Source: an optimization exercise on an open RTL-to-GDS flow (aim: a short achievable clock period and few clock cycles per item). Production flows keep margins and buffers that such runs may drop. RTL that was checked went through simulation tests only; none was proved equivalent to the original. The RTL of runs 5 to 7 was laid out without a check of its function. Power and IR drop assume default switching activity.

==> design/flow/run.sh <==
#!/bin/bash
# synth_recipe.tcl (not shown) runs the flow's synth.tcl, then flattens the netlist and writes it again
# the make line also repeats each setting of config.mk as NAME=value (left out here)
make -C /OpenROAD-flow-scripts/flow DESIGN_CONFIG=/design/flow/config.mk WORK_HOME=/design/flow/orfs CLKGATE_MAP_FILE= SYNTH_SCRIPT=/design/flow/synth_recipe.tcl finish
==> design/flow/config.mk <==
export PLATFORM = sky130hd
export DESIGN_NAME = bsr_scheduler
export DESIGN_NICKNAME = bsr_scheduler
export VERILOG_FILES = /design/flow/design.v
export SDC_FILE = /design/flow/constraint.sdc
export NUM_CORES = 4
export LEC_CHECK = 0
export CAP_MARGIN = 20
export CORE_MARGIN = 2
export CORE_UTILIZATION = 40
export CTS_CLUSTER_DIAMETER = 100
export CTS_CLUSTER_SIZE = 25
export PLACE_DENSITY = 0.6
export SETUP_SLACK_MARGIN = 2.2
export SLEW_MARGIN = 20
==> design/flow/design.v <==
`default_nettype none
package bsr_format_pkg;
    typedef enum logic [1:0] {
        META_ROW_PTR = 2'd0,   
        META_COL_IDX = 2'd1    
    } meta_kind_e;
    parameter int META_ADDR_W = 8;    
    parameter int BLK_IDX_W   = 16;   
    parameter int BLK_POS_W   = 16;   
    typedef struct packed {
        meta_kind_e             kind;   
        logic [META_ADDR_W-1:0] addr;   
    } meta_req_t;
endpackage
`default_nettype wire
`default_nettype none
package bsr_sched_pkg;
    typedef enum logic [3:0] {
        IDLE        = 4'd0,    
        ROW_PTR_LO  = 4'd1,    
        ROW_PTR_HI  = 4'd2,    
        CHECK_EMPTY = 4'd3,    
        COL_IDX     = 4'd4,    
        LOAD        = 4'd5,    
        OFFER       = 4'd6,    
        WAIT_DONE   = 4'd7,    
        NEXT_BLOCK  = 4'd8,    
        NEXT_ROW    = 4'd9,    
        FINISH      = 4'd10    
    } sched_state_e;
    typedef struct packed {
        logic [15:0] row;   
        logic [15:0] col;   
    } block_pos_t;
endpackage
`default_nettype wire
`default_nettype none
import bsr_format_pkg::*;
import bsr_sched_pkg::*;
module bsr_scheduler
#(
    parameter int BLOCK_DIM = 8   
) (
    input  wire logic        clk_gated,
    input  wire logic        rst_n,
    input  wire logic        start,
    input  wire logic [15:0] cfg_num_block_rows,
    output logic             meta_rd_en,
    output bsr_format_pkg::meta_req_t meta_req,
    input  wire logic [31:0] meta_rd_data,
    input  wire logic        meta_rd_valid,
    output logic             block_rd_en,
    output logic [31:0]      block_rd_addr,
    input  wire logic [7:0]  block_rd_data,
    output logic             systolic_valid,
    output logic [8*BLOCK_DIM*BLOCK_DIM-1:0] systolic_block,
    output bsr_sched_pkg::block_pos_t systolic_pos,
    input  wire logic        systolic_ready,
    input  wire logic        systolic_done,
    output logic             busy,
    output logic             done,
    output logic [31:0]      blocks_processed
);
    localparam int NBYTES = BLOCK_DIM * BLOCK_DIM;
    localparam int CNT_W  = $clog2(NBYTES);
    localparam logic [CNT_W-1:0] KLAST = CNT_W'(NBYTES - 1);
    localparam int MS_RP0  = 0;   
    localparam int MS_RP   = 1;   
    localparam int MS_CHKA = 2;   
    localparam int MS_CHK  = 3;   
    localparam int MS_COL  = 4;   
    localparam int MS_NROW = 5;   
    localparam int MS_END  = 6;   
    localparam int MS_N    = 7;
    logic            run_start;   
    logic            hand;        
    logic [MS_N-1:0] ms;
    logic            q0v, q1v;    
    logic            pop;         
    logic            nbusy;       
    logic            ofree;       
    assign run_start = start & nbusy;
    assign hand      = ~ofree & systolic_ready;
    logic [15:0] num_rows;
    logic        abusy;   
    logic        fin;     
    logic        busy_n;
    logic        done_n;
    assign fin = ~nbusy & ms[MS_END] & ~q0v & ofree & (~abusy | systolic_done);
    always_comb begin
        busy_n = ~nbusy;
        done_n = done;
        if (run_start) begin
            busy_n = (cfg_num_block_rows != 16'd0);
            done_n = (cfg_num_block_rows == 16'd0);   
        end else if (fin) begin
            busy_n = 1'b0;
            done_n = 1'b1;
        end
    end
    always_ff @(posedge clk_gated or negedge rst_n) begin
        if (!rst_n) begin
            busy  <= 1'b0;
            nbusy <= 1'b1;
            done  <= 1'b0;
            abusy <= 1'b0;
        end else begin
            busy  <= busy_n;
            nbusy <= ~busy_n;
            done  <= done_n;
            if (run_start) begin
                abusy <= 1'b0;
            end else if (hand) begin
                abusy <= 1'b1;
            end else if (systolic_done) begin
                abusy <= 1'b0;
            end
        end
    end
    always_ff @(posedge clk_gated) begin
        if (run_start) begin
            num_rows <= cfg_num_block_rows;
        end
    end
    logic [7:0] bp_lo_n, bp_hi_n;   
    logic [7:0] bp_lo_x, bp_hi_x;   
    logic       bp_c;
    assign bp_lo_x = run_start ? 8'd0 : ~bp_lo_n + {7'd0, hand};
    assign bp_hi_x = run_start ? 8'd0 : ~bp_hi_n + {7'd0, bp_c};
    assign blocks_processed[31:16] = 16'd0;
    always_ff @(posedge clk_gated or negedge rst_n) begin
        if (!rst_n) begin
            blocks_processed[15:0] <= '0;
            bp_lo_n                <= '1;
            bp_hi_n                <= '1;
            bp_c                   <= 1'b0;
        end else begin
            blocks_processed[15:0] <= {bp_hi_x, bp_lo_x};
            bp_lo_n                <= ~bp_lo_x;
            bp_hi_n                <= ~bp_hi_x;
            bp_c                   <= ~run_start & hand & (bp_lo_n == 8'h00);
        end
    end
    logic            pending;     
    logic            mv_q;        
    logic [15:0]     md_q;        
    logic [15:0]     r;           
    logic [15:0]     rn;          
    logic [15:0]     rn1;         
    logic [15:0]     rend;        
    logic [15:0]     jm;          
    logic [15:0]     jm1;         
    logic            j_eq;        
    logic            r_eq;        
    logic            push;        
    logic            go_row0;     
    logic            go_rp;       
    logic            go_col;      
    logic [MS_N-1:0] ms_n;
    logic [9:0]      mreq_n;      
    logic [9:0]      mreq_x;      
    assign push    = ms[MS_COL] & mv_q;
    assign go_row0 = run_start & (cfg_num_block_rows != 16'd0);
    assign go_col  = ms[MS_CHK] & ~j_eq & ~q1v;
    assign go_rp   = (ms[MS_RP0] & mv_q) | (ms[MS_NROW] & ~r_eq);
    always_comb begin
        ms_n          = ms;
        ms_n[MS_RP0]  = ms[MS_RP0] & ~mv_q;
        ms_n[MS_RP]   = (ms[MS_RP] & ~mv_q) | go_rp;
        ms_n[MS_CHKA] = (ms[MS_RP] | ms[MS_COL]) & mv_q;
        ms_n[MS_CHK]  = ms[MS_CHKA] | (ms[MS_CHK] & ~j_eq & q1v);
        ms_n[MS_COL]  = (ms[MS_COL] & ~mv_q) | go_col;
        ms_n[MS_NROW] = ms[MS_CHK] & j_eq;
        ms_n[MS_END]  = ms[MS_END] | (ms[MS_NROW] & r_eq);
        if (run_start) begin
            ms_n         = '0;
            ms_n[MS_RP0] = go_row0;
        end
    end
    always_comb begin
        mreq_x = ~mreq_n;
        if (run_start) begin
            mreq_x = {META_ROW_PTR, 8'd0};
        end else if (ms[MS_RP0] & mv_q) begin
            mreq_x = {META_ROW_PTR, 8'd1};
        end else if (ms[MS_CHK]) begin
            mreq_x = {META_COL_IDX, jm[META_ADDR_W-1:0]};
        end else if (ms[MS_NROW]) begin
            mreq_x = {META_ROW_PTR, rn1[META_ADDR_W-1:0]};
        end
    end
    always_ff @(posedge clk_gated or negedge rst_n) begin
        if (!rst_n) begin
            ms         <= '0;
            pending    <= 1'b0;
            mv_q       <= 1'b0;
            meta_rd_en <= 1'b0;
        end else begin
            ms         <= ms_n;
            mv_q       <= pending & meta_rd_valid;
            meta_rd_en <= go_row0 | go_rp | go_col;
            pending    <= go_row0 | go_rp | go_col | (pending & ~meta_rd_valid);
        end
    end
    always_ff @(posedge clk_gated) begin
        md_q     <= meta_rd_data[15:0];
        jm1      <= jm + 16'd1;
        rn1      <= rn + 16'd1;
        j_eq     <= (jm == rend);
        r_eq     <= (rn == num_rows);
        meta_req <= mreq_x;
        mreq_n   <= ~mreq_x;
        if (ms[MS_RP0] & mv_q) begin
            jm <= md_q;
            r  <= '0;
            rn <= 16'd1;
        end
        if (ms[MS_RP] & mv_q) begin
            rend <= md_q;
        end
        if (push) begin
            jm <= jm1;
        end
        if (ms[MS_NROW]) begin
            r  <= rn;
            rn <= rn1;
        end
    end
    logic [31:0] q0, q1;
    always_ff @(posedge clk_gated or negedge rst_n) begin
        if (!rst_n) begin
            q0v <= 1'b0;
            q1v <= 1'b0;
        end else if (run_start) begin
            q0v <= 1'b0;
            q1v <= 1'b0;
        end else if (push & ~pop) begin
            q0v <= 1'b1;
            q1v <= q0v;
        end else if (pop & ~push) begin
            q0v <= q1v;
            q1v <= 1'b0;
        end
    end
    always_ff @(posedge clk_gated) begin
        if (push & (pop ? ~q1v : ~q0v)) begin
            q0 <= {r, md_q};
        end else if (pop) begin
            q0 <= q1;
        end
        if (push) begin
            q1 <= {r, md_q};
        end
    end
    logic             srun;     
    logic             nrd;      
    logic             rd;       
    logic             rd_x;     
    logic [15:0]      jr_n;     
    logic [15:0]      jr_c;     
    logic [15:0]      jr_x;
    logic [15:0]      jr1;      
    logic [CNT_W-1:0] kr_n;     
    logic [CNT_W-1:0] kr_c;     
    logic [CNT_W-1:0] kr_x;
    logic [15:0]      jr_q;     
    logic [CNT_W-1:0] kr_q;
    logic [CNT_W-1:0] k1;       
    logic             v1;       
    logic             l1;       
    logic             acc;      
    logic             drop;     
    logic             sgo;      
    logic             stop;
    logic [31:0]      pos_n;    
    logic [31:0]      pos_x;
    logic             valid_x;
    assign rd   = ~nrd;
    assign jr_c = ~jr_n;
    assign kr_c = ~kr_n;
    assign acc  = ofree | systolic_ready;
    assign drop = v1 & ~acc;
    assign pop  = v1 & l1;   
    assign stop = ms[MS_END] & ~q0v;
    assign sgo  = ms[MS_RP0] & pending & meta_rd_valid;
    always_comb begin
        kr_x = kr_c;
        jr_x = jr_c;
        if (sgo) begin
            kr_x = '0;
            jr_x = meta_rd_data[15:0];
        end else if (drop) begin
            kr_x = k1;
        end else if (rd) begin
            kr_x = kr_c + 1'b1;
            if (kr_c == KLAST) begin
                jr_x = jr1;
            end
        end
        if (run_start | stop) begin
            rd_x = 1'b0;
        end else if (sgo) begin
            rd_x = 1'b1;
        end else begin
            rd_x = srun & ((kr_x != KLAST) | q0v);
        end
    end
    assign block_rd_addr = {10'd0, jr_q, kr_q};
    always_ff @(posedge clk_gated or negedge rst_n) begin
        if (!rst_n) begin
            srun        <= 1'b0;
            block_rd_en <= 1'b0;
            nrd         <= 1'b1;
            v1          <= 1'b0;
            l1          <= 1'b0;
        end else begin
            v1          <= rd & ~drop;   
            l1          <= rd & (kr_c == KLAST);
            block_rd_en <= rd_x;
            nrd         <= ~rd_x;
            if (run_start | stop) begin
                srun <= 1'b0;
            end else if (sgo) begin
                srun <= 1'b1;
            end
        end
    end
    always_ff @(posedge clk_gated) begin
        jr1  <= jr_c + 16'd1;
        k1   <= kr_c;
        jr_q <= jr_x;
        jr_n <= ~jr_x;
        kr_q <= kr_x;
        kr_n <= ~kr_x;
        for (int b = 0; b < NBYTES; b++) begin
            if (v1 & acc & (k1 == CNT_W'(b))) begin
                systolic_block[8*b +: 8] <= block_rd_data;   
            end
        end
        systolic_pos <= pos_x;
        pos_n        <= ~pos_x;
    end
    assign pos_x   = pop ? q0 : ~pos_n;
    assign valid_x = pop | (~ofree & ~systolic_ready);
    always_ff @(posedge clk_gated or negedge rst_n) begin
        if (!rst_n) begin
            systolic_valid <= 1'b0;
            ofree          <= 1'b1;
        end else begin
            systolic_valid <= valid_x;
            ofree          <= ~valid_x;
        end
    end
endmodule
`default_nettype wire
==> design/flow/constraint.sdc <==
create_clock -name core_clock -period 4.0 [get_ports {clk_gated}]
set_input_delay 0.8000 -clock core_clock [delete_from_list [all_inputs] [get_ports {clk_gated}]]
set_output_delay 0.8000 -clock core_clock [all_outputs]
set_load 0.01 [all_outputs]
==> results of run 1 <==
[state kept, by name, summed over array words and instances, names as in the netlist, 32 cells and up]
signal and count:
q1 32, systolic_block 512, q0 32, systolic_pos 32
pos_n 32
[layout make-up]
class                           instances  area [sq um]
Clock buffer                           61          1200
Clock inverter                          5           101
Fill cell                            6203         35100
Inverter                               85           327
Multi-Input combinational cell        660          5630
Sequential cell                       912         25200
Tap cell                              969          1210
Timing Repair Buffer                  733          5530
[worst min path at each step]
| stage | end | slack, ns | depth (start not counted) |
|---|---|---|---|
| 2_1_floorplan | k1[2] | 0.37 | 1 |
| 3_3_place_gp | k1[2] | 0.39 | 1 |
| 3_5_place_dp | k1[2] | 0.39 | 1 |
| 4_1_cts | bp_c | 0.36 | 1 |
| 5_1_grt | bp_c | 0.1 | 1 |
| 6_report | bp_c | 0.11 | 1 |
[what timing repair did]
item	4_1_cts	5_1_grt
cloned	6	1
setup endpoints to repair	1264	1179
pin swaps	32	30
setup buffers	42	26
resized for setup	2792	162
[metal layers]
| metal | wire length, um | vias up |
|---|---|---|
| met5 | 10 | - |
| met4 | 2060 | 2 |
| met3 | 4880 | 97 |
| met2 | 46000 | 527 |
| met1 | 32100 | 8595 |
| li1 | - | 7467 |
[cells in the mapped netlist (all sizes together) (8+ instances only)]
cell type  number
nor2b          15
o21a           34
mux2           64
nand2          87
and3           11
ha              8
inv            85
and2           39
xor2           17
nor3           16
edfxtp        656
nand3          19
dfrtp          37
clkbuf         25
xnor2          74
or3            10
a21oi          25
nor4           11
dfstp          19
buf            38
nor2          126
nand4          12
dfxtp         200
mux2i          18
[kinds of logic (layout without fill, tap and decap cells)]
family	Yosys count	count (layout)
simple gates	370	372
fa+ha+maj	8	8
flops	912	912
xor+xnor	91	91
mux	82	82
buf+inv	148	884
other cells	1	26
compound gates	81	81
[layout by cell type, fill, tap and decap left out, types with 10 or more instances in the layout]
master,synthesis,final
a21oi_4,0,16
and2_1,39,38
and3_1,11,10
buf_12,0,26
buf_2,9,451
buf_4,26,48
buf_6,0,162
clkbuf_1,25,15
clkbuf_16,0,46
clkdlybuf4s50_1,0,22
conb_1,1,26
dfrtp_1,37,32
dfstp_2,19,19
dfxtp_1,200,139
dfxtp_2,0,58
dlygate4sd2_1,0,12
edfxtp_1,656,656
inv_1,84,79
mux2_2,63,31
mux2_4,0,32
mux2i_1,18,18
nand2_1,87,69
nand2_2,0,12
nand3_1,19,15
nand4_1,12,12
nor2_1,126,39
nor2_4,0,84
nor2b_1,15,10
nor3_1,16,13
o21a_1,34,34
xnor2_1,74,74
xor2_1,17,17
[power breakdown]
group | internal, mW | switching (mW)
clock network | 2.20 | 2.90
logic | 1.24 | 1.45
registers | 10.9 | 0.663
==> run notes, run 1 <==
status=finished clean; GRT met3 Usage=4.19%; Critical Path Source Type=flip-flop; Synth Area in Compound Gates=between 1.5 and 2%; Die Wd=278 um; post-synth top area share=between 60% and 70%; Post-CTS Hold Buffers=0; most common flop cell mapped by yosys=edfxtp_1; Area after DPL=between 0.03 and 0.04 sq mm; Synthesis Warnings=1; MaxCap Viol Count=0; slack of the critical path=1.94 ns; post-synthesis sequential area ratio=83.9%; XOR/XNOR Fraction of Synth Area=2.66%; path depth of the worst reg2reg path=10; Max Freq=~480 MHz; DRC=0; skew final=between 0.02 and 0.025 ns; Syn Std Cell Area=approximately 0.03 sq mm; fin util=around 53%; synth top area cells=edfxtp_1, dfxtp_1, dfrtp_1; Avg WL per Cell=between 20 and 25 um; period utilisation layout=51.6%; RSZ-0062 raised after global routing=true; Layout area overhead=30.9%; I/O pins=685; cell depth of the worst setup path=1; first-pass GRT wire length=between 100000 and 150000 um; met2 Track Usage GR=a little under 40%; post-DP HPWL=approximately 57000 um; largest net degree at the start of global routing=70; Syn Inst Count=approximately 1700; worst stage delay on the critical path=~0.49 ns; Final Hold Vio Count=0; simple-gate share of the synthesized area=roughly 6%; Yosys reg bits=between 900 and 1000; CP top delay family=flip-flops; crit path launch=systolic_block[423]; VDD IR max=roughly 0.49 mV; Die Y=278 um; sequence of cells on the critical path=buf_6; Slew Limit Fails=0; Nets=around 2500; die area=around 0.077 sq mm; critical path class=reg -> out; layout cells sized above 1=around 44%; r2r endpoint=kr_n[4]; H-tree depth=2; initial core utilization=around two fifths; setup slack, reg-to-reg=approximately 2.0 ns; Root Driver=clkbuf_16; area leader, netlist=edfxtp_1; CTS buffer count=44; router iterations before antenna repair=7; Critical Path Fanout Max=1; Worst Path Arrival=1.26 ns; finished layout cell area=0.0392 sq mm; min Tclk post-route=approximately 2.1 ns; Synth async-reset ratio=under 10%; GRT Overall Usage=21.5%; number of core rows=100; Initial DRC Count=approximately 1100; PD cells=493 mW/mm^2; vias in the first global route=16296; Relative slew margins=roughly a third; Core Box Area=around 0.074 sq mm; Worst-path clk slew=around 0.090 ns; non-filler cells, final=between 3000 and 4000; Pwr Total=a little under 20 mW; vias per cell=slightly below 5; post-route antenna net violation count=0; Critical-path top delay cell=edfxtp_1; LEAKAGE=roughly 15 nW; CP bufs+invs=1; Critical Path Sink=systolic_block[423]; Syn Area/Cell=17.7 sq um; worst slack, placed=around 0.76 ns; initial antenna violation count=1; largest family of logic cells by synthesized area=simple AND/OR/NAND/NOR gates; ant diodes=0; GRT busiest layer=met2; routed vias=roughly 17000; Netlist cell types=between 50 and 60; endpoint class of the critical path=output pin; met1 usage=between 20% and 30%; GRT Residual Overflow=0; input/output buffers=between 600 and 700; Routed WL=approximately 85000 um; clock latency (worst-skew pair)=~0.6 ns; Crit path required time=around 3.2 ns; Hold Slack=roughly 0.11 ns; FF-to-FF Start=kr_n[0]; Worst Hold Class=in -> async; # setup viols final=0; post-synthesis mux area share=3.01%; dpl cells=approximately 3300; Post-Synth Adder-Cell Area=0.334%; Post-synth EDFFs=roughly 660; CTS tree=built; routability cong.=approximately 0.81; clk sinks=912; clk buf depth=3; Sum Neg Setup Slack=0 ns; measured slew at the worst slew-check pin=between 0.9 and 1 ns
Testbench counts, summed over its fixed seeds: cycles 56,319, items 858.
==> run 2: changes to the inputs <==
--- a/design/flow/config.mk
+++ b/design/flow/config.mk
@@ -9,6 +9,4 @@
 export CORE_MARGIN = 2
 export CORE_UTILIZATION = 40
-export CTS_CLUSTER_DIAMETER = 100
-export CTS_CLUSTER_SIZE = 25
 export PLACE_DENSITY = 0.6
 export SETUP_SLACK_MARGIN = 2.2
==> run notes, run 2 <==
status=finished clean; Max Freq=481 MHz (-0.70%); H-tree depth=3 (+1); Slew Limit Fails=0 (unchanged); # setup viols final=0 (unchanged); most common flop cell mapped by yosys=edfxtp_1; commonest non-fill, non-tap cells in the layout=edfxtp_1, buf_2, buf_6, dfxtp_1, clkbuf_16; first-pass GRT wire length=123000 um (+1.5%); Layout area overhead=36.3%; LEAKAGE=15.7 nW (+5.5%); Final Hold Vio Count=0 (unchanged); Largest register FFs=512 (unchanged); layout cells sized above 1=45.0% (+1.5 points); area leader, netlist=edfxtp_1; crit path launch=systolic_block[423]; Core Box Area=0.0743 sq mm (unchanged); Die Y=278 um (unchanged); Filler cells=6088 (-1.9%); ant diodes=0 (unchanged); Area after DPL=0.0381 sq mm (unchanged); die area=0.0771 sq mm (unchanged); path depth of the worst reg2reg path=8 (-2); Routed WL=86400 um (+1.5%); Crit path required time=3.20 ns (about the same); Nets=2536 (+1.2%); Initial DRC Count=1035 (-1.5%); router iterations before antenna repair=4 (-3); r2r endpoint=jr_q[4]; setup slack, reg-to-reg=2.05 ns (+0.02 ns); Post-synth EDFFs=656 (unchanged); most common cell after layout, fill and taps aside=edfxtp_1; vias per cell=4.84 (-0.66%); Synthesis Warnings=1 (unchanged); endpoint class of the critical path=output pin; finished layout cell area=0.0408 sq mm (+4.2%); Sum Neg Setup Slack=0 ns (unchanged); largest net degree at the start of global routing=70 (unchanged); initial antenna violation count=1 (unchanged); critical path class=reg -> out; RSZ-0062 raised after global routing=true; Largest Register=systolic_block; post-DP HPWL=57100 um (unchanged); GRT Overall Usage=21.9% (+0.42 points); GRT Residual Overflow=0 (unchanged); Worst-path clk slew=0.06 ns (-0.03 ns); clk buf depth=3 (unchanged); Worst Path Arrival=1.28 ns (+0.02 ns); Yosys reg bits=912 (unchanged); CTS buffer count=94 (+110%); routability cong.=0.813 (unchanged); Root Driver=clkbuf_16; Netlist cell types=55 (unchanged); period utilisation layout=52.0% (+0.36 points); measured slew at the worst slew-check pin=1.00 ns (+0.0143 ns); MaxCap Viol Count=0 (unchanged); CP bufs+invs=1 (unchanged); Synth async-reset ratio=6.14% (unchanged); I/O pins=685 (unchanged); cell with the most instances after synthesis=edfxtp_1; worst stage delay on the critical path=0.48 ns (about the same); Die Wd=278 um (unchanged); Post-CTS Hold Buffers=0 (unchanged); Syn Area/Cell=17.7 sq um (unchanged); DRC=0 (unchanged); Worst Hold Class=in -> async; min Tclk post-route=2.08 ns (+0.0145 ns); Avg WL per Cell=24.6 um (-1.1%); input/output buffers=642 (unchanged); Critical Path Source Type=flip-flop; top cells by count, synth=edfxtp_1, dfxtp_1, nor2_1, nand2_1, inv_1; CP top delay family=flip-flops; Relative slew margins=32.9% (-1.0 points); sequence of cells on the critical path=buf_6; clk sinks=912 (unchanged); number of core rows=100 (unchanged); Critical-path top delay cell=edfxtp_1; CTS tree=built; VDD IR max=0.396 mV (-20%); Critical Path Fanout Max=1 (unchanged); area of the multi-input gates=0.00560 sq mm (-0.58%); Syn Std Cell Area=0.0300 sq mm (unchanged); synth top area cells=edfxtp_1, dfxtp_1, dfrtp_1; Syn Inst Count=1693 (unchanged); routed vias=17008 (+1.9%); initial core utilization=40.3% (unchanged); vias in the first global route=16833 (+3.3%); FF-to-FF Start=kr_n[0]; post-synthesis sequential area ratio=83.9% (unchanged); post-synth top area share=65.7% (unchanged); post-route antenna net violation count=0 (unchanged); clock latency (worst-skew pair)=0.65 ns (+0.04 ns); PD cells=565 mW/mm^2 (+15%); register area=0.0252 sq mm (about the same); skew final=0.0276 ns (+0.00340 ns)
[run 2: changes by cell type in the layout (fill, tap and decap cells not counted), sizes merged, moves of 2 or more]
cell,change
clkinvlp,+7
clkinv,+34
buf,-21
clkbuf,+54
dlygate4sd2,-2
inv,+5
bufinv,+9
[run 2: report_power, final]
part / internal, mW / switching, mW / total [mW] / leakage (nW)
clock network: 5.19 / 3.65 / 8.85 / 1.54
registers: 10.9 / 0.668 / 11.6 / 8.26
logic: 1.22 / 1.44 / 2.66 / 5.92
[run 2: area by class of cell]
cell class	count	share of cell area, %
clock inverters	60	1.58
clock buffers	115	6.20
flip-flops and latches	912	61.7
multi-input cells	660	13.7
repair buffers	713	13.0
inverters	85	0.806
well taps	969	2.97
[run 2: repair_timing]
action                                  4_1_cts  5_1_grt
endpoints found under the setup margin     1259     1153
setup buffers                                35       14
gates cloned                                  6        1
resized for setup                          2796      151
pin swaps                                    28       27
[run 2: worst max-delay path by stage]
stage,endpoint,cells after the start
2_1_floorplan,systolic_block[0],5
4_1_cts,systolic_block[423],1
3_3_place_gp,jr_q[0],6
5_1_grt,systolic_block[423],1
3_5_place_dp,jr_q[0],6
6_report,systolic_block[423],1
[run 2: cells by family (layout without fill, tap and decap cells)]
kind of cell	Yosys count	count (layout)	synth area share (%)
simple gates	370	372	6.07
compound gates	81	81	1.85
flops	912	912	83.9
other cells	1	26	0.0125
mux	82	82	3.01
fa+ha+maj	8	8	0.334
buf+inv	148	973	2.22
xor+xnor	91	91	2.66
[run 2: metal layers]
layer | part of all wire, % | global-route usage (%) | up-vias
met5 | 0.014 | 0 | -
met4 | 3.1 | 6.92 | 2
met3 | 6.5 | 5.19 | 120
met2 | 53 | 39.5 | 599
met1 | 37 | 25.6 | 8686
li1 | - | - | 7601
[run 2: through the flow]
step	setup slack [ns]	power, mW	hold WS [ns]	utilization, %	instances
6_report	1.92	23.1	0.335	55.0	3514
5_1_grt	1.89	24.0	0.381	55.0	3514
4_1_cts	1.85	23.1	0.336	54.0	3499
3_5_place_dp	0.765	13.9	0.391	51.2	3283
3_3_place_gp	0.751	13.8	0.387	51.2	3283
2_1_floorplan	1.94	12.7	0.371	-	1718
==> run 3: changes to the inputs <==
--- a/design/flow/config.mk
+++ b/design/flow/config.mk
@@ -8,6 +8,8 @@
 export CAP_MARGIN = 20
 export CORE_MARGIN = 2
-export CORE_UTILIZATION = 40
-export PLACE_DENSITY = 0.6
+export CORE_UTILIZATION = 30
+export CTS_CLUSTER_DIAMETER = 100
+export CTS_CLUSTER_SIZE = 25
+export PLACE_DENSITY = 0.5
 export SETUP_SLACK_MARGIN = 2.2
 export SLEW_MARGIN = 20
==> run notes, run 3 <==
skew final=0.0333 ns (+0.00570 ns); Largest Register=systolic_block; clk buf depth=3 (unchanged); Synthesis Warnings=1 (unchanged); critical path class=reg -> out; Psw=5.32 mW (-7.7%); Critical Path Source Type=flip-flop; number of core rows=115 (+15%); Worst-path clk slew=0.10 ns (+0.04 ns); Core Box Area=0.0987 sq mm (+33%); Routed WL=90400 um (+4.7%); CP top delay family=flip-flops; I/O pins=685 (unchanged); CTS buffer count=48 (-49%); Layout area overhead=33.7%; min Tclk post-route=2.05 ns (-0.0337 ns); Yosys reg bits=912 (unchanged); measured slew at the worst slew-check pin=0.975 ns (-0.0296 ns); Syn Area/Cell=17.7 sq um (unchanged); routability cong.=0.760 (-6.5%); status=finished clean; H-tree depth=2 (-1); commonest non-fill, non-tap cells in the layout=edfxtp_1, buf_2, buf_6, dfxtp_1, nor2_4; Critical Path Fanout Max=1 (unchanged); PD cells=502 mW/mm^2 (-11%); VDD IR max=0.268 mV (-32%); Syn Inst Count=1693 (unchanged); RSZ-0062 raised after global routing=true; GRT Overall Usage=17.1% (-4.8 points); Die Y=320 um (+15%); Relative slew margins=35.0% (+2.0 points); Nets=2531 (-0.20%); initial antenna violation count=6 (+5); Worst Hold Class=in -> async; most common flop cell mapped by yosys=edfxtp_1; largest net degree at the start of global routing=70 (unchanged); input/output buffers=642 (unchanged); initial core utilization=30.4% (-10 points); router iterations before antenna repair=5 (+1); Post-synth EDFFs=656 (unchanged); Clk pwr share=28.1% (-10 points); Slew Limit Fails=0 (unchanged); Initial DRC Count=1305 (+26%); clock latency (worst-skew pair)=0.63 ns (-0.02 ns); # setup viols final=0 (unchanged); Root Driver=clkbuf_16; CTS tree=built; synth top area cells=edfxtp_1, dfxtp_1, dfrtp_1; routed vias=16386 (-3.7%); vias in the first global route=16599 (-1.4%); Die Wd=320 um (+15%); post-route antenna net violation count=0 (unchanged); Post-CTS Hold Buffers=0 (unchanged); post-synth top area share=65.7% (unchanged); Syn Std Cell Area=0.0300 sq mm (unchanged); Final Hold Vio Count=0 (unchanged); combinational share of power=14.8% (+3.3 points); clk sinks=912 (unchanged); sequential share of power=57.1% (+7.0 points); Netlist cell types=55 (unchanged); sequence of cells on the critical path=buf_2; first-pass GRT wire length=126000 um (+3.1%); MaxCap Viol Count=0 (unchanged); Critical-path top delay cell=edfxtp_1; Avg WL per Cell=23.9 um (-2.6%); Filler cells=9111 (+50%); non-filler cells, final=3776 (+7.5%); LEAKAGE=15.2 nW (-3.7%); die area=0.102 sq mm (+33%); Crit path required time=3.20 ns (about the same); cell with the most instances after synthesis=edfxtp_1; GRT Residual Overflow=0 (unchanged); period utilisation layout=51.1% (-0.84 points); vias per cell=4.34 (-10%); layout cells sized above 1=44.5% (-0.58 points); post-DP HPWL=60400 um (+5.7%); CP bufs+invs=1 (unchanged); endpoint class of the critical path=output pin; Worst Path Arrival=1.25 ns (-0.03 ns); Max Freq=489 MHz (+1.6%); top cells by count, synth=edfxtp_1, dfxtp_1, nor2_1, nand2_1, inv_1; post-synthesis sequential area ratio=83.9% (unchanged); Synth async-reset ratio=6.14% (unchanged); Largest register FFs=512 (unchanged); dpl cells=3611 (+10%); Sum Neg Setup Slack=0 ns (unchanged); internal power=14.8 mW (-14%); most common cell after layout, fill and taps aside=edfxtp_1; area leader, netlist=edfxtp_1; DRC=0 (unchanged); worst stage delay on the critical path=0.44 ns (-0.04 ns); switching share of power=26.4% (+1.5 points)
## run 3: changes by cell type in the layout (fill, tap and decap cells not counted), sizes merged
cell	previous run	this run
bufinv	10	2
clkdlybuf4s50	23	24
dlygate4sd2	10	9
clkinvlp	7	1
buf	676	718
nand2	88	87
clkinv	37	3
clkbuf	116	63
bufbuf	0	1
diode	0	1
inv	91	93
## run 3: path summary, 6_finish.rpt
path	startpoint	endpoint	slack [ns]	cells after the start
min in group core_clock	block_rd_data[1]	systolic_block[201]	0.39	1
max in group asynchronous	rst_n	nbusy	2.86	2
worst max register to register	ofree	systolic_block[47]	2.01	5
worst min register to register	kr_n[0]	k1[0]	0.42	1
worst max-delay path	systolic_block[50]	systolic_block[50]	1.95	1
worst min-delay path	rst_n	blocks_processed[12]	0.26	1
## run 3: final cells by class
class | count | area, sq um | area share, %
diodes | 1 | 2.50 | 0.00625
clock inverters | 14 | 264 | 0.659
well taps | 1287 | 1610 | 4.02
flip-flops and latches | 912 | 25200 | 62.9
repair buffers | 755 | 5770 | 14.4
clock buffers | 63 | 1300 | 3.24
multi-input cells | 659 | 5580 | 13.9
inverters | 85 | 324 | 0.809
## run 3: power by group through the flow
| stage | combinational, mW | clock [mW] | sequential [mW] |
|---|---|---|---|
| 2_1_floorplan | 1.20 | 0 | 11.5 |
| 3_3_place_gp | 2.43 | 0 | 11.6 |
| 3_5_place_dp | 2.45 | 0 | 11.6 |
| 6_report | 2.97 | 5.65 | 11.5 |
| 5_1_grt | 3.21 | 6.20 | 11.6 |
| 4_1_cts | 2.88 | 5.87 | 11.5 |
## run 3: logic make-up after synthesis
| group | synth area share [%] |
|---|---|
| xor gates and xnor gates | 2.66 |
| AOI/OAI and AO/OA | 1.85 |
| buffers and inverters | 2.22 |
| muxes | 3.01 |
| and+or+nand+nor | 6.07 |
| adders and majority gates | 0.334 |
| DFF | 83.9 |
| other | 0.0125 |
## run 3: worst reg2reg max path, cell delays in order, from the launching register on
cell     delay, ns
dfstp_2       0.61
o21ai_4       0.09
or3_4         0.45
buf_12        0.18
buf_12        0.15
nor2_4        0.22
## run 3: stage by stage
stage               worst slack (ns)  utilization (%)  area (sq um)  hold slack, ns  power, mW
floorplan                       1.94                -         30700           0.371       12.7
global placement               0.734             39.1         38600           0.397       14.0
global route                    1.88             40.6         40100           0.263       21.0
detailed placement             0.698             39.1         38600           0.396       14.0
CTS                             1.88             39.9         39400           0.239       20.2
finish                          1.95             40.6         40100           0.261       20.1
## run 3: routing by layer
| layer | up-vias | routed length, um | GRT usage (%) |
|---|---|---|---|
| li1 | 7506 | - | - |
| met1 | 8303 | 35200 | 20.3 |
| met2 | 490 | 47300 | 30.9 |
| met3 | 83 | 6240 | 4.46 |
| met4 | 4 | 1650 | 3.72 |
| met5 | - | 24 | 0 |
## run 3: repair_timing
item,4_1_cts,5_1_grt
pin swaps,43,40
resized for setup,2822,106
gates cloned,6,0
buffers inserted,53,28
endpoints found under the setup margin,1309,1220
==> run 4: changes to the inputs <==
--- a/design/flow/config.mk
+++ b/design/flow/config.mk
@@ -12,4 +12,4 @@
 export CTS_CLUSTER_SIZE = 25
 export PLACE_DENSITY = 0.5
-export SETUP_SLACK_MARGIN = 2.2
+export SETUP_SLACK_MARGIN = 2.6
 export SLEW_MARGIN = 20
==> run notes, run 4 <==
status=finished clean; H-tree depth=2 (unchanged); die area=0.102 sq mm (unchanged); clk buf depth=3 (unchanged); DRC=0 (unchanged); RSZ-0062 raised after global routing=true; Worst Hold Class=in -> async; vias per cell=4.40 (+1.3%); finished layout cell area=0.0414 sq mm (+3.4%); initial core utilization=30.4% (unchanged); crit path launch=ofree; clock latency (worst-skew pair)=0.62 ns (about the same); largest net degree at the start of global routing=65 (-7.1%); Routed WL=92700 um (+2.6%); vias in the first global route=17035 (+2.6%); commonest non-fill, non-tap cells in the layout=edfxtp_1, buf_2, buf_6, dfxtp_1, nor2_4; Largest register FFs=512 (unchanged); Worst-path clk slew=0.10 ns (about the same); Sum Neg Setup Slack=0 ns (unchanged); post-route antenna net violation count=0 (unchanged); Largest Register=systolic_block; area leader, netlist=edfxtp_1; CTS tree=built; post-synth top area share=65.7% (unchanged); router iterations before antenna repair=7 (+2); Worst Path Arrival=2.55 ns (+1.30 ns); worst slack, placed=0.380 ns (-0.317 ns); Max Freq=487 MHz (-0.39%); Netlist cell types=55 (unchanged); Area after DPL=0.0387 sq mm (+0.43%); I/O pins=685 (unchanged); GRT Residual Overflow=0 (unchanged); post-DP HPWL=60200 um (-0.38%); skew final=0.0290 ns (-0.00430 ns); period utilisation layout=51.3% (+0.20 points); Slew Limit Fails=0 (unchanged); Layout area overhead=38.2%; post-synthesis sequential area ratio=83.9% (unchanged); Core Box Area=0.0987 sq mm (unchanged); PD cells=479 mW/mm^2 (-4.6%); Critical Path Fanout Max=6 (+5); VDD IR max=0.326 mV (+22%); most common cell after layout, fill and taps aside=edfxtp_1; routed vias=16888 (+3.1%); critical path class=reg -> reg; FF-to-FF Start=ofree; top cells by count, synth=edfxtp_1, dfxtp_1, nor2_1, nand2_1, inv_1; Synth async-reset ratio=6.14% (unchanged); Root Driver=clkbuf_16; number of core rows=115 (unchanged); slack of the critical path=1.95 ns (-0.00792 ns); r2r endpoint=jr_q[9]; first-pass GRT wire length=128000 um (+1.6%); input/output buffers=642 (unchanged); layout cells sized above 1=49.8% (+5.4 points); LEAKAGE=15.8 nW (+4.0%); Synthesis Warnings=1 (unchanged); Nets=2607 (+3.0%); Post-CTS Hold Buffers=0 (unchanged); cell with the most instances after synthesis=edfxtp_1; min Tclk post-route=2.05 ns (+0.00792 ns); most common flop cell mapped by yosys=edfxtp_1; endpoint class of the critical path=flip-flop; Die Y=320 um (unchanged); clk sinks=912 (unchanged); Critical Path Source Type=flip-flop; Die Wd=320 um (unchanged); Syn Area/Cell=17.7 sq um (unchanged); MaxCap Viol Count=0 (unchanged); Relative slew margins=35.1% (+0.11 points); Crit path required time=4.49 ns (+1.29 ns); # setup viols final=0 (unchanged); Filler cells=9066 (-0.49%); Yosys reg bits=912 (unchanged); Initial DRC Count=1131 (-13%); synth top area cells=edfxtp_1, dfxtp_1, dfrtp_1; setup slack, reg-to-reg=1.95 ns (-0.06 ns); CTS buffer count=45 (-6.3%); initial antenna violation count=1 (-5); routability cong.=0.779 (+2.5%); measured slew at the worst slew-check pin=0.974 ns (-0.00162 ns); ant diodes=0 (-1); GRT Overall Usage=17.4% (+0.30 points); Final Hold Vio Count=0 (unchanged); Post-synth EDFFs=656 (unchanged); Syn Inst Count=1693 (unchanged); Avg WL per Cell=24.1 um (+0.81%); path depth of the worst reg2reg path=7 (+2); Syn Std Cell Area=0.0300 sq mm (unchanged)
run 4: cell type report:
| type | count | area [sq um] | area share (%) |
|---|---|---|---|
| Sequential cell | 912 | 25200 | 60.9 |
| Timing Repair Buffer | 831 | 6630 | 16.0 |
| Multi-Input combinational cell | 662 | 6300 | 15.2 |
| Tap cell | 1287 | 1610 | 3.89 |
| Clock buffer | 57 | 1190 | 2.88 |
| Inverter | 85 | 337 | 0.813 |
| Clock inverter | 8 | 126 | 0.305 |
run 4: kinds of logic after synthesis:
kind of cell | after synthesis | synth area share (%)
AO/OA/AOI/OAI | 81 | 1.85
other | 1 | 0.0125
buffers and inverters | 148 | 2.22
multiplexers | 82 | 3.01
AND/OR/NAND/NOR | 370 | 6.07
flip-flops | 912 | 83.9
adder cells (fa/ha/maj) | 8 | 0.334
XOR/XNOR | 91 | 2.66
run 4: how the worst max path moves through the flow:
stage,depth (start not counted),to
after floorplan,5,systolic_block[0]
after global placement,4,systolic_block[384]
after detailed placement,4,systolic_block[384]
after CTS,1,systolic_block[7]
after global routing,7,jr_q[10]
final,7,jr_q[9]
run 4: per-layer routing:
| layer | share of wire, % | global-route usage [%] | wire (um) | up-vias |
|---|---|---|---|---|
| met3 | 6.8 | 4.81 | 6270 | 95 |
| met4 | 2.1 | 4.36 | 1940 | 0 |
| met5 | 0 | 0 | 0 | - |
| met2 | 52 | 31.2 | 48600 | 481 |
| met1 | 39 | 20.4 | 35900 | 8636 |
| li1 | - | - | - | 7676 |
run 4: per-stage QoR:
stage	instances	hold slack [ns]	utilization, %	total power [mW]
after floorplan	1718	0.371	-	12.8
after global placement	3606	0.388	39.3	14.0
after detailed placement	3606	0.397	39.3	14.0
after CTS	3795	0.102	40.9	19.9
after global routing	3842	0.122	42.0	20.7
final	3842	0.133	42.0	19.8
run 4: repair_timing:
action,CTS,global route
resized for setup,3005,171
pin swaps,76,80
setup endpoints to repair,1570,1289
setup buffers,111,44
cloned,13,3
run 4: where the power goes:
part | internal, mW | switching (mW)
clock network | 2.23 | 2.97
logic | 1.46 | 1.64
registers | 10.9 | 0.658
run 4: critical path, cell delays in order (launching register included):
cell      delay (ns)
dfstp_4         0.53
buf_8           0.15
or3b_4          0.41
nand3b_4        0.21
buf_16          0.18
buf_12          0.12
a21oi_4         0.05
mux2_4          0.26
==> run 5: changes to the inputs <==
--- a/design/flow/design.v
+++ b/design/flow/design.v
@@ -333,12 +333,18 @@
         kr_q <= kr_x;
         kr_n <= ~kr_x;
-        for (int b = 0; b < NBYTES; b++) begin
-            if (v1 & acc & (k1 == CNT_W'(b))) begin
-                systolic_block[8*b +: 8] <= block_rd_data;   
-            end
-        end
         systolic_pos <= pos_x;
         pos_n        <= ~pos_x;
     end
+    always_ff @(posedge clk_gated or negedge rst_n) begin
+        if (!rst_n) begin
+            systolic_block <= '0;
+        end else begin
+            for (int b = 0; b < NBYTES; b++) begin
+                if (v1 & acc & (k1 == CNT_W'(b))) begin
+                    systolic_block[8*b +: 8] <= block_rd_data;   
+                end
+            end
+        end
+    end
     assign pos_x   = pop ? q0 : ~pos_n;
     assign valid_x = pop | (~ofree & ~systolic_ready);
--- a/design/flow/config.mk
+++ b/design/flow/config.mk
@@ -8,8 +8,8 @@
 export CAP_MARGIN = 20
 export CORE_MARGIN = 2
-export CORE_UTILIZATION = 30
+export CORE_UTILIZATION = 40
 export CTS_CLUSTER_DIAMETER = 100
 export CTS_CLUSTER_SIZE = 25
-export PLACE_DENSITY = 0.5
-export SETUP_SLACK_MARGIN = 2.6
+export PLACE_DENSITY = 0.6
+export SETUP_SLACK_MARGIN = 2.2
 export SLEW_MARGIN = 20
==> run notes, run 5 <==
status=finished clean; Pwr Total=24.4 mW (+23%); largest net degree at the start of global routing=84 (+29%); Syn Area/Cell=14.7 sq um (-17%); PD cells=489 mW/mm^2 (+2.0%); r2r endpoint=jr_q[1]; top cells by count, synth=mux2_2, dfrtp_1, dfxtp_1, edfxtp_1, nor2_1; die area=0.0859 sq mm (-16%); Worst Path Arrival=2.77 ns (+0.22 ns); commonest non-fill, non-tap cells in the layout=dfrtp_1, mux2_4, buf_4, buf_6, buf_2; CTS tree=built; Worst-path clk slew=0.10 ns (about the same); Netlist cell types=55 (unchanged); post-DP HPWL=72600 um (+21%); Slew Limit Fails=0 (unchanged); Yosys reg bits=912 (unchanged); synth top area cells=dfrtp_1, mux2_2, edfxtp_1; Root Driver=clkbuf_16; Core Box Area=0.0832 sq mm (-16%); initial antenna violation count=1 (unchanged); skew final=0.0265 ns (-0.00242 ns); routed vias=22407 (+33%); Filler cells=6451 (-29%); Worst Hold Class=in -> async; Critical Path Fanout Max=32 (+26); input/output buffers=642 (unchanged); cell with the most instances after synthesis=mux2_2; Sum Neg Setup Slack=0 ns (unchanged); post-route antenna net violation count=0 (unchanged); area of the multi-input gates=0.0129 sq mm (+100%); Crit path required time=4.57 ns (+0.08 ns); H-tree depth=2 (unchanged); layout cells sized above 1=58.5% (+8.7 points); clk buf depth=3 (unchanged); clk sinks=912 (unchanged); clock latency (worst-skew pair)=0.62 ns (about the same); Post-CTS Hold Buffers=0 (unchanged); Relative slew margins=24.0% (-11 points); slack of the critical path=1.80 ns (-0.151 ns); routability cong.=0.843 (+8.1%); VDD IR max=0.356 mV (+9.0%); post-synth top area share=41.1% (-25 points); endpoint class of the critical path=flip-flop; vias in the first global route=22963 (+35%); Syn Inst Count=2270 (+34%); DRC=0 (unchanged); GRT Residual Overflow=0 (unchanged); most common flop cell mapped by yosys=dfrtp_1; vias per cell=4.94 (+12%); Synth async-reset ratio=62.3% (+56 points); fin util=60.0% (+18 points); GRT Overall Usage=24.5% (+7.1 points); register area=0.0226 sq mm (-10%); setup slack, reg-to-reg=1.80 ns (-0.15 ns); LEAKAGE=24.2 nW (+53%); Layout area overhead=49.2%; Die Y=293 um (-8.4%); Synthesis Warnings=1 (unchanged); router iterations before antenna repair=5 (-2); most common cell after layout, fill and taps aside=dfrtp_1; min Tclk post-route=2.20 ns (+0.151 ns); period utilisation layout=55.1% (+3.8 points); I/O pins=685 (unchanged); RSZ-0062 raised after global routing=true; area leader, netlist=dfrtp_1; Post-synth EDFFs=144 (-78%); non-filler cells, final=4539 (+18%); Critical Path Source Type=flip-flop; Largest register FFs=512 (unchanged); measured slew at the worst slew-check pin=1.14 ns (+0.166 ns); Avg WL per Cell=24.3 um (+0.60%); Final Hold Vio Count=0 (unchanged); Die Wd=293 um (-8.4%); path depth of the worst reg2reg path=5 (-2); Initial DRC Count=1067 (-5.7%); critical path class=reg -> reg; first-pass GRT wire length=158000 um (+23%); worst slack, placed=0.514 ns (+0.134 ns); CTS buffer count=43 (-4.4%); Largest Register=systolic_block; post-synthesis sequential area ratio=67.5% (-16 points); Max Freq=454 MHz (-6.9%); dpl cells=3937 (+9.2%); # setup viols final=0 (unchanged); FF-to-FF Start=kr_n[3]; Nets=3505 (+34%); Routed WL=110000 um (+19%); initial core utilization=40.2% (+9.8 points); number of core rows=106 (-7.8%); MaxCap Viol Count=0 (unchanged); Syn Std Cell Area=0.0334 sq mm (+12%)
run 5: changes by cell type after synthesis, sizes merged, moves of 11 or more:
cell,delta
dfrtp,+512
nand3,+11
edfxtp,-512
mux2,+512
clkbuf,+48
nor2,-14
buf,+14
run 5: critical path, stage by stage (launching register included):
cell and delay, ns:
dfxtp_2 0.35, or4_4 0.53, or4b_4 0.52, buf_12 0.18, a21oi_1 0.33, mux2_2 0.21
run 5: cell families (layout without fill, tap and decap cells):
kind of cell               after synthesis  count (layout)  share of synthesized area (%)
muxes                                  594             594                           19.9
and+or+nand+nor                        373             373                           5.54
adders and majority gates                8               8                          0.299
xor gates and xnor gates                92              92                           2.41
AOI/OAI and AO/OA                       79              79                           1.58
other                                    1              27                         0.0112
DFF                                    912             912                           67.5
buffers and inverters                  211            1374                           2.72
run 5: worst max-delay path by stage:
stage / startpoint / cells past startpoint / slack, ns / to
3_5_place_dp: systolic_ready / 5 / 0.51 / systolic_block[35]
5_1_grt: kr_n[3] / 6 / 1.77 / jr_q[1]
2_1_floorplan: nrd / 8 / 1.85 / jr_q[2]
6_report: kr_n[3] / 5 / 1.80 / jr_q[1]
4_1_cts: kr_n[3] / 6 / 1.81 / jr_q[2]
3_3_place_gp: systolic_ready / 5 / 0.57 / systolic_block[61]
run 5: area by class of cell:
cell class | count | area share [%]
Tap cell | 1080 | 2.71
Clock inverter | 8 | 0.146
Inverter | 86 | 0.652
Sequential cell | 912 | 45.4
Antenna cell | 1 | 0.00502
Multi-Input combinational cell | 1172 | 25.8
Clock buffer | 60 | 2.33
Timing Repair Buffer | 1220 | 23.0
run 5: power breakdown:
part           switching [mW]  internal, mW
clock network            2.99          2.07
registers                1.05          10.8
logic                    3.20          4.24
run 5: through the flow:
stage | instance area [sq um] | hold slack, ns
after floorplan | 35200 | 0.364
after global placement | 42700 | 0.392
after detailed placement | 42700 | 0.390
after CTS | 48000 | 0.185
after global routing | 49900 | 0.203
final | 49900 | 0.167
run 5: routing by layer:
layer / up-vias / wire length (um) / GRT usage [%]
li1: 10008 / - / -
met1: 11617 / 45700 / 31.2
met2: 606 / 52400 / 40.1
met3: 176 / 6900 / 5.95
met4: 0 / 5230 / 10.2
met5: - / 0 / 0
run 5: repair_timing:
action / 4_1_cts / 5_1_grt
endpoints found under the setup margin: 1292 / 1259
hold endpoints to repair: 0 / 0
resized for setup: 3383 / 149
pin swaps: 65 / 32
setup buffers: 373 / 153
gates cloned: 5 / 2
==> run 6: changes to the inputs <==
--- a/design/flow/design.v
+++ b/design/flow/design.v
@@ -79,7 +79,7 @@
     logic            pop;         
     logic            nbusy;       
-    logic            ofree;       
+    logic            vld_i;       
     assign run_start = start & nbusy;
-    assign hand      = ~ofree & systolic_ready;
+    assign hand      = vld_i & systolic_ready;
     logic [15:0] num_rows;
     logic        abusy;   
@@ -87,5 +87,5 @@
     logic        busy_n;
     logic        done_n;
-    assign fin = ~nbusy & ms[MS_END] & ~q0v & ofree & (~abusy | systolic_done);
+    assign fin = ~nbusy & ms[MS_END] & ~q0v & ~vld_i & (~abusy | systolic_done);
     always_comb begin
         busy_n = ~nbusy;
@@ -101,12 +101,12 @@
     always_ff @(posedge clk_gated or negedge rst_n) begin
         if (!rst_n) begin
-            busy  <= 1'b0;
-            nbusy <= 1'b1;
-            done  <= 1'b0;
-            abusy <= 1'b0;
+            busy   <= 1'b0;
+            nbusy  <= 1'b1;
+            done   <= 1'b0;
+            abusy  <= 1'b0;
         end else begin
-            busy  <= busy_n;
-            nbusy <= ~busy_n;
-            done  <= done_n;
+            busy   <= busy_n;
+            nbusy  <= ~busy_n;
+            done <= done_n;
             if (run_start) begin
                 abusy <= 1'b0;
@@ -254,5 +254,4 @@
     end
     logic             srun;     
-    logic             nrd;      
     logic             rd;       
     logic             rd_x;     
@@ -275,9 +274,7 @@
     logic [31:0]      pos_n;    
     logic [31:0]      pos_x;
-    logic             valid_x;
-    assign rd   = ~nrd;
     assign jr_c = ~jr_n;
     assign kr_c = ~kr_n;
-    assign acc  = ofree | systolic_ready;
+    assign acc  = ~vld_i | systolic_ready;
     assign drop = v1 & ~acc;
     assign pop  = v1 & l1;   
@@ -311,5 +308,4 @@
             srun        <= 1'b0;
             block_rd_en <= 1'b0;
-            nrd         <= 1'b1;
             v1          <= 1'b0;
             l1          <= 1'b0;
@@ -318,5 +314,4 @@
             l1          <= rd & (kr_c == KLAST);
             block_rd_en <= rd_x;
-            nrd         <= ~rd_x;
             if (run_start | stop) begin
                 srun <= 1'b0;
@@ -327,4 +322,5 @@
     end
     always_ff @(posedge clk_gated) begin
+        rd   <= rd_x;   
         jr1  <= jr_c + 16'd1;
         k1   <= kr_c;
@@ -333,27 +329,20 @@
         kr_q <= kr_x;
         kr_n <= ~kr_x;
-        systolic_pos <= pos_x;
-        pos_n        <= ~pos_x;
-    end
-    always_ff @(posedge clk_gated or negedge rst_n) begin
-        if (!rst_n) begin
-            systolic_block <= '0;
-        end else begin
-            for (int b = 0; b < NBYTES; b++) begin
-                if (v1 & acc & (k1 == CNT_W'(b))) begin
-                    systolic_block[8*b +: 8] <= block_rd_data;   
-                end
+        for (int b = 0; b < NBYTES; b++) begin
+            if (v1 & acc & (k1 == CNT_W'(b))) begin
+                systolic_block[8*b +: 8] <= block_rd_data;   
             end
         end
+        systolic_pos <= pos_x;
+        pos_n        <= ~pos_x;
     end
     assign pos_x   = pop ? q0 : ~pos_n;
-    assign valid_x = pop | (~ofree & ~systolic_ready);
     always_ff @(posedge clk_gated or negedge rst_n) begin
         if (!rst_n) begin
             systolic_valid <= 1'b0;
-            ofree          <= 1'b1;
+            vld_i          <= 1'b0;
         end else begin
-            systolic_valid <= valid_x;
-            ofree          <= ~valid_x;
+            systolic_valid <= pop | (systolic_valid & ~systolic_ready);
+            vld_i          <= pop | (vld_i & ~systolic_ready);
         end
     end
--- a/design/flow/config.mk
+++ b/design/flow/config.mk
@@ -8,8 +8,8 @@
 export CAP_MARGIN = 20
 export CORE_MARGIN = 2
-export CORE_UTILIZATION = 40
+export CORE_UTILIZATION = 30
 export CTS_CLUSTER_DIAMETER = 100
 export CTS_CLUSTER_SIZE = 25
-export PLACE_DENSITY = 0.6
+export PLACE_DENSITY = 0.5
 export SETUP_SLACK_MARGIN = 2.2
 export SLEW_MARGIN = 20
==> run notes, run 6 <==
status=finished clean; Largest register FFs=512 (unchanged); critical path class=in -> reg; Final Hold Vio Count=0 (unchanged); CTS tree=built; non-filler cells, final=3741 (-18%); sequential share of power=58.6% (+9.9 points); Crit path required time=4.53 ns (-0.04 ns); commonest non-fill, non-tap cells in the layout=edfxtp_1, buf_2, buf_6, dfxtp_1, inv_1; vias in the first global route=16284 (-29%); input/output buffers=642 (unchanged); crit path launch=systolic_ready; Syn Inst Count=1700 (-25%); Avg WL per Cell=23.5 um (-3.3%); synth top area cells=edfxtp_1, dfxtp_1, dfrtp_1; FF-to-FF Start=vld_i; RSZ-0062 raised after global routing=true; dpl cells=3625 (-7.9%); I/O pins=685 (unchanged); layout cells sized above 1=42.0% (-17 points); most common cell after layout, fill and taps aside=edfxtp_1; sequence of cells on the critical path=clkdlybuf4s15_2, and3b_2, or4_4, clkbuf_16, mux2i_4, mux2_2; Layout area overhead=30.6%; post-synthesis sequential area ratio=83.6% (+16 points); measured slew at the worst slew-check pin=1.02 ns (-0.121 ns); LEAKAGE=14.8 nW (-39%); vias per cell=4.32 (-12%); post-route antenna net violation count=0 (unchanged); GRT Overall Usage=16.4% (-8.1 points); initial core utilization=30.1% (-10 points); Worst-path clk slew=0.10 ns (about the same); router iterations before antenna repair=4 (-1); Yosys reg bits=912 (unchanged); endpoint class of the critical path=flip-flop; Worst Hold Class=in -> async; combinational share of power=14.1% (-16 points); # setup viols final=0 (unchanged); area leader, netlist=edfxtp_1; Nets=2490 (-29%); Die Y=320 um (+9.3%); Routed WL=87800 um (-20%); Sum Neg Setup Slack=0 ns (unchanged); first-pass GRT wire length=122000 um (-23%); top cells by count, synth=edfxtp_1, dfxtp_1, nor2_1, inv_1, nand2_1; Post-synth EDFFs=656 (+360%); Critical-path top delay cell=or4_4; Synthesis Warnings=1 (unchanged); Initial DRC Count=1056 (-1.0%); worst stage delay on the critical path=0.63 ns (+0.10 ns); Critical Path Source Type=primary input; Root Driver=clkbuf_16; H-tree depth=2 (unchanged); MaxCap Viol Count=0 (unchanged); period utilisation layout=53.4% (-1.7 points); Synth async-reset ratio=6.03% (-56 points); Die Wd=320 um (+9.3%); GRT Residual Overflow=0 (unchanged); ant diodes=0 (-1); PD cells=499 mW/mm^2 (+2.0%); cell with the most instances after synthesis=edfxtp_1; internal power=14.5 mW (-16%); largest net degree at the start of global routing=65 (-23%); VDD IR max=0.307 mV (-14%); Relative slew margins=32.1% (+8.0 points); Clk pwr share=27.3% (+6.5 points); clk buf depth=3 (unchanged); CP bufs+invs=2 (+1); Psw=5.10 mW (-30%); Largest Register=systolic_block; routability cong.=0.776 (-8.0%); skew final=0.0319 ns (+0.00538 ns); clk sinks=912 (unchanged); clock latency (worst-skew pair)=0.64 ns (+0.02 ns); Syn Std Cell Area=0.0300 sq mm (-10%); CP top delay family=simple AND/OR/NAND/NOR gates; routed vias=16178 (-28%); CTS buffer count=46 (+7.0%); Syn Area/Cell=17.7 sq um (+20%); switching share of power=26.1% (-3.6 points); Critical Path Fanout Max=7 (-78%); Worst Path Arrival=2.66 ns (-0.11 ns); post-synth top area share=65.6% (+24 points); Slew Limit Fails=0 (unchanged); most common flop cell mapped by yosys=edfxtp_1; die area=0.103 sq mm (+20%); initial antenna violation count=5 (+4); number of core rows=116 (+9.4%); Max Freq=468 MHz (+3.3%); post-DP HPWL=59500 um (-18%); Core Box Area=0.0997 sq mm (+20%); min Tclk post-route=2.14 ns (-0.0697 ns); Netlist cell types=50 (-9.1%); DRC=0 (unchanged); Post-CTS Hold Buffers=0 (unchanged)
run 6: cell families after synthesis:
logic type,Yosys count,synth area share (%)
AO/OA/AOI/OAI,63,1.45
XOR/XNOR,91,2.65
adder cells (fa/ha/maj),8,0.333
buffers and inverters,159,2.43
flip-flops,912,83.6
multiplexers,96,3.50
other,1,0.0125
AND/OR/NAND/NOR,370,5.99
run 6: metal layers:
| metal | track usage [%] | up-vias | part of all wire [%] |
|---|---|---|---|
| li1 | - | 7432 | - |
| met1 | 19.9 | 8144 | 40 |
| met2 | 28.4 | 520 | 50 |
| met3 | 5.35 | 78 | 7.6 |
| met4 | 3.74 | 4 | 1.9 |
| met5 | 0 | - | 0.028 |
run 6: power by group through the flow:
stage | Sequential (mW) | Clock (mW) | Combinational [mW]
2_1_floorplan | 11.5 | 0 | 1.27
3_3_place_gp | 11.5 | 0 | 2.44
3_5_place_dp | 11.5 | 0 | 2.47
4_1_cts | 11.4 | 5.54 | 2.63
5_1_grt | 11.6 | 5.89 | 3.01
6_report | 11.5 | 5.33 | 2.76
run 6: final timing paths:
kind	to	slack [ns]	cells after the start
worst max-delay path	jr_q[12]	1.86	6
worst min-delay path	busy	0.28	1
worst max register to register	jr_q[12]	1.91	5
worst min register to register	jr1[0]	0.38	0
max in group asynchronous	bp_hi_n[2]	2.82	2
min in group core_clock	jr1[0]	0.38	0
run 6: cell type report:
type	count	area, sq um
inverter	94	365
clock buffer	63	1280
clock inverter	8	120
sequential	912	25200
tap	1298	1620
multi-input combinational	655	5420
fill	9269	60500
timing repair buffer	711	5210
run 6: what timing repair did:
action	in CTS	in global routing
buffers inserted	25	14
cloned	2	4
endpoints found under the setup margin	1261	966
pin swaps	19	22
gates resized for setup	2726	194
run 6: metrics by stage:
stage | setup slack [ns] | area (sq um) | total power [mW] | hold slack [ns] | util [%]
after floorplan | 1.70 | 30700 | 12.8 | 0.351 | -
after global placement | 0.669 | 38500 | 14.0 | 0.370 | 38.6
after detailed placement | 0.627 | 38500 | 14.0 | 0.374 | 38.6
after CTS | 1.90 | 38300 | 19.6 | 0.260 | 38.4
after global routing | 1.87 | 39200 | 20.5 | 0.297 | 39.3
final | 1.86 | 39200 | 19.6 | 0.281 | 39.3
==> run 7: changes to the inputs <==
--- a/design/flow/config.mk
+++ b/design/flow/config.mk
@@ -8,8 +8,8 @@
 export CAP_MARGIN = 20
 export CORE_MARGIN = 2
-export CORE_UTILIZATION = 30
+export CORE_UTILIZATION = 40
 export CTS_CLUSTER_DIAMETER = 100
 export CTS_CLUSTER_SIZE = 25
-export PLACE_DENSITY = 0.5
+export PLACE_DENSITY = 0.6
 export SETUP_SLACK_MARGIN = 2.2
 export SLEW_MARGIN = 20
==> run notes, run 7 <==
status=finished clean; number of core rows=100 (-14%); Slew Limit Fails=0 (unchanged); CP top delay family=flip-flops; Root Driver=clkbuf_16; I/O pins=685 (unchanged); area leader, netlist=edfxtp_1; initial antenna violation count=2 (-3); commonest non-fill, non-tap cells in the layout=edfxtp_1, buf_2, buf_6, dfxtp_1, inv_1; Max Freq=455 MHz (-2.8%); top cells by count, synth=edfxtp_1, dfxtp_1, nor2_1, inv_1, nand2_1; Critical Path Source Type=flip-flop; post-synth top area share=65.6% (unchanged); Worst Path Arrival=1.40 ns (-1.26 ns); Synthesis Warnings=1 (unchanged); sequence of cells on the critical path=buf_2; Die Wd=278 um (-13%); finished layout cell area=0.0390 sq mm (-0.47%); Relative slew margins=24.0% (-8.1 points); vias in the first global route=16428 (+0.88%); Avg WL per Cell=25.3 um (+7.6%); Post-CTS Hold Buffers=0 (unchanged); skew final=0.0322 ns (+0.000295 ns); endpoint class of the critical path=output pin; clk buf depth=3 (unchanged); router iterations before antenna repair=5 (+1); CP bufs+invs=1 (-1); PD cells=501 mW/mm^2 (+0.47%); critical path class=reg -> out; post-DP HPWL=57700 um (-2.9%); H-tree depth=2 (unchanged); DRC=0 (unchanged); Syn Area/Cell=17.7 sq um (unchanged); clock latency (worst-skew pair)=0.60 ns (-0.04 ns); Die Y=278 um (-13%); clk sinks=912 (unchanged); worst stage delay on the critical path=0.57 ns (-0.06 ns); VDD IR max=0.352 mV (+15%); Syn Std Cell Area=0.0300 sq mm (unchanged); vias per cell=4.85 (+12%); min Tclk post-route=2.20 ns (+0.0626 ns); Filler cells=6116 (-34%); post-synthesis sequential area ratio=83.6% (unchanged); routability cong.=0.812 (+4.7%); initial core utilization=40.3% (+10 points); MaxCap Viol Count=0 (unchanged); cell with the most instances after synthesis=edfxtp_1; Routed WL=86700 um (-1.3%); routed vias=16624 (+2.8%); Yosys reg bits=912 (unchanged); Nets=2511 (+0.84%); Crit path required time=3.20 ns (-1.33 ns); CTS buffer count=44 (-4.3%); r2r endpoint=jr_q[5]; path depth of the worst reg2reg path=5 (unchanged); GRT Residual Overflow=0 (unchanged); most common cell after layout, fill and taps aside=edfxtp_1; Netlist cell types=50 (unchanged); Syn Inst Count=1700 (unchanged); input/output buffers=642 (unchanged); Final Hold Vio Count=0 (unchanged); die area=0.0773 sq mm (-25%); Largest register FFs=512 (unchanged); largest net degree at the start of global routing=65 (unchanged); Synth async-reset ratio=6.03% (unchanged); measured slew at the worst slew-check pin=1.14 ns (+0.122 ns); first-pass GRT wire length=123000 um (+0.68%); Worst Hold Class=in -> async; Largest Register=systolic_block; GRT Overall Usage=21.9% (+5.4 points); Critical Path Fanout Max=1 (-6); synth top area cells=edfxtp_1, dfxtp_1, dfrtp_1; most common flop cell mapped by yosys=edfxtp_1; # setup viols final=0 (unchanged); Area after DPL=0.0380 sq mm (-1.2%); period utilisation layout=54.9% (+1.6 points); LEAKAGE=14.9 nW (+0.59%); Critical-path top delay cell=edfxtp_1; Layout area overhead=30.0%; Post-synth EDFFs=656 (unchanged); setup slack, reg-to-reg=1.85 ns (-0.06 ns); RSZ-0062 raised after global routing=true; Sum Neg Setup Slack=0 ns (unchanged); CTS tree=built; Worst-path clk slew=0.10 ns (about the same); layout cells sized above 1=41.8% (-0.19 points); Core Box Area=0.0744 sq mm (-25%); post-route antenna net violation count=0 (unchanged); FF-to-FF Start=v1; Initial DRC Count=1358 (+29%)
run 7: report_power, final:
group / switching, mW / leakage [nW] / internal, mW
clock: 2.87 / 0.635 / 2.21
sequential: 0.549 / 8.26 / 10.9
combinational: 1.63 / 6.01 / 1.38
total: 5.05 / 14.9 / 14.5
run 7: cell families after synthesis:
group / synth area share [%]
flops: 83.6
simple gates: 5.99
buf+inv: 2.43
mux: 3.50
xor+xnor: 2.65
compound gates: 1.45
fa+ha+maj: 0.333
other cells: 0.0125
run 7: worst max path at each step:
stage                                  from                  end  slack, ns  cells after the start
after floorplan              systolic_ready              jr_q[0]       1.70                      6
after global placement       systolic_ready  systolic_block[120]       0.89                      6
after detailed placement     systolic_ready  systolic_block[122]       0.84                      6
after CTS                 systolic_block[8]    systolic_block[8]       1.79                      1
after global routing      systolic_block[8]    systolic_block[8]       1.77                      1
final                     systolic_block[8]    systolic_block[8]       1.80                      1
run 7: cell type report:
class	count	area, sq um	area share [%]
sequential	912	25200	64.5
tap	969	1210	3.10
timing repair buffer	732	5530	14.2
clock buffer	59	1180	3.02
inverter	94	384	0.984
clock inverter	7	125	0.320
multi-input combinational	657	5430	13.9
antenna	1	2.50	0.00641
run 7: repair_timing:
action                      CTS  global route
gates cloned                 11             0
resized for setup          2771           153
setup buffers                56             5
pin swaps                    36            30
setup endpoints to repair  1294          1253
run 7: stage by stage:
step | hold WS (ns) | power, mW | setup slack [ns] | util [%] | cells
after global placement | 0.373 | 13.9 | 0.892 | 51.1 | 3292
final | 0.253 | 19.6 | 1.80 | 52.5 | 3431
after CTS | 0.240 | 19.4 | 1.79 | 51.6 | 3425
after floorplan | 0.351 | 12.8 | 1.70 | - | 1725
after detailed placement | 0.382 | 14.0 | 0.835 | 51.1 | 3292
after global routing | 0.290 | 20.4 | 1.77 | 52.4 | 3430
run 7: routing by layer:
| layer | track usage (%) | up-vias | share of wire (%) |
|---|---|---|---|
| met5 | 0 | - | 0.031 |
| met4 | 4.74 | 4 | 2.3 |
| met3 | 4.82 | 94 | 6.0 |
| met2 | 39.3 | 508 | 53 |
| met1 | 26.9 | 8550 | 39 |
| li1 | - | 7468 | - |

## re-timing with driven ports
In the flow no input, the clock included, has a driving cell. The finished layouts below were timed again as built, in two steps. Step 1 sets driving cells, clkbuf_16 on the clock port and buf_2 on the other inputs (assumed; they add their load-dependent delay and slew). Step 2 adds t to the input delays and takes it off the output delays; t is the mean of the earliest and latest rising clock arrival at the registers after step 1. Input paths then give back, and output paths get back, about the clock's delay inside the block. a / b / c = ideal / step 1 / step 2; a / b = the first two.
| run | t (ns) | slack for setup (ns) | worst hold slack (ns) | worst register clock-pin slew, ns | cell pins on the clock port's net |
|---|---|---|---|---|---|
| run 1 | 0.653 | 1.935 / 1.876 / 1.487 | 0.109 / 0.074 / 0.443 | 0.10 / 0.10 | 1 |
| run 2 | 0.695 | 1.921 / 1.860 / 1.426 | 0.335 / 0.301 / 0.429 | 0.07 / 0.07 | 1 |
| run 3 | 0.685 | 1.954 / 1.889 / 1.458 | 0.261 / 0.231 / 0.417 | 0.10 / 0.10 | 1 |
| run 4 | 0.669 | 1.947 / 1.925 / 1.403 | 0.133 / 0.096 / 0.409 | 0.10 / 0.10 | 1 |
| run 5 | 0.676 | 1.795 / 1.795 / 1.354 | 0.167 / 0.153 / 0.411 | 0.11 / 0.11 | 1 |
| run 6 | 0.687 | 1.865 / 1.862 / 1.175 | 0.281 / 0.241 / 0.383 | 0.10 / 0.10 | 1 |
| run 7 | 0.649 | 1.802 / 1.739 / 1.183 | 0.253 / 0.213 / 0.404 | 0.11 / 0.11 | 1 |
After both steps setup and hold are still met in every run listed. For run 6, which loses most, drivers alone change the setup slack by -0.003 ns; drivers and shift together by -0.690 ns.
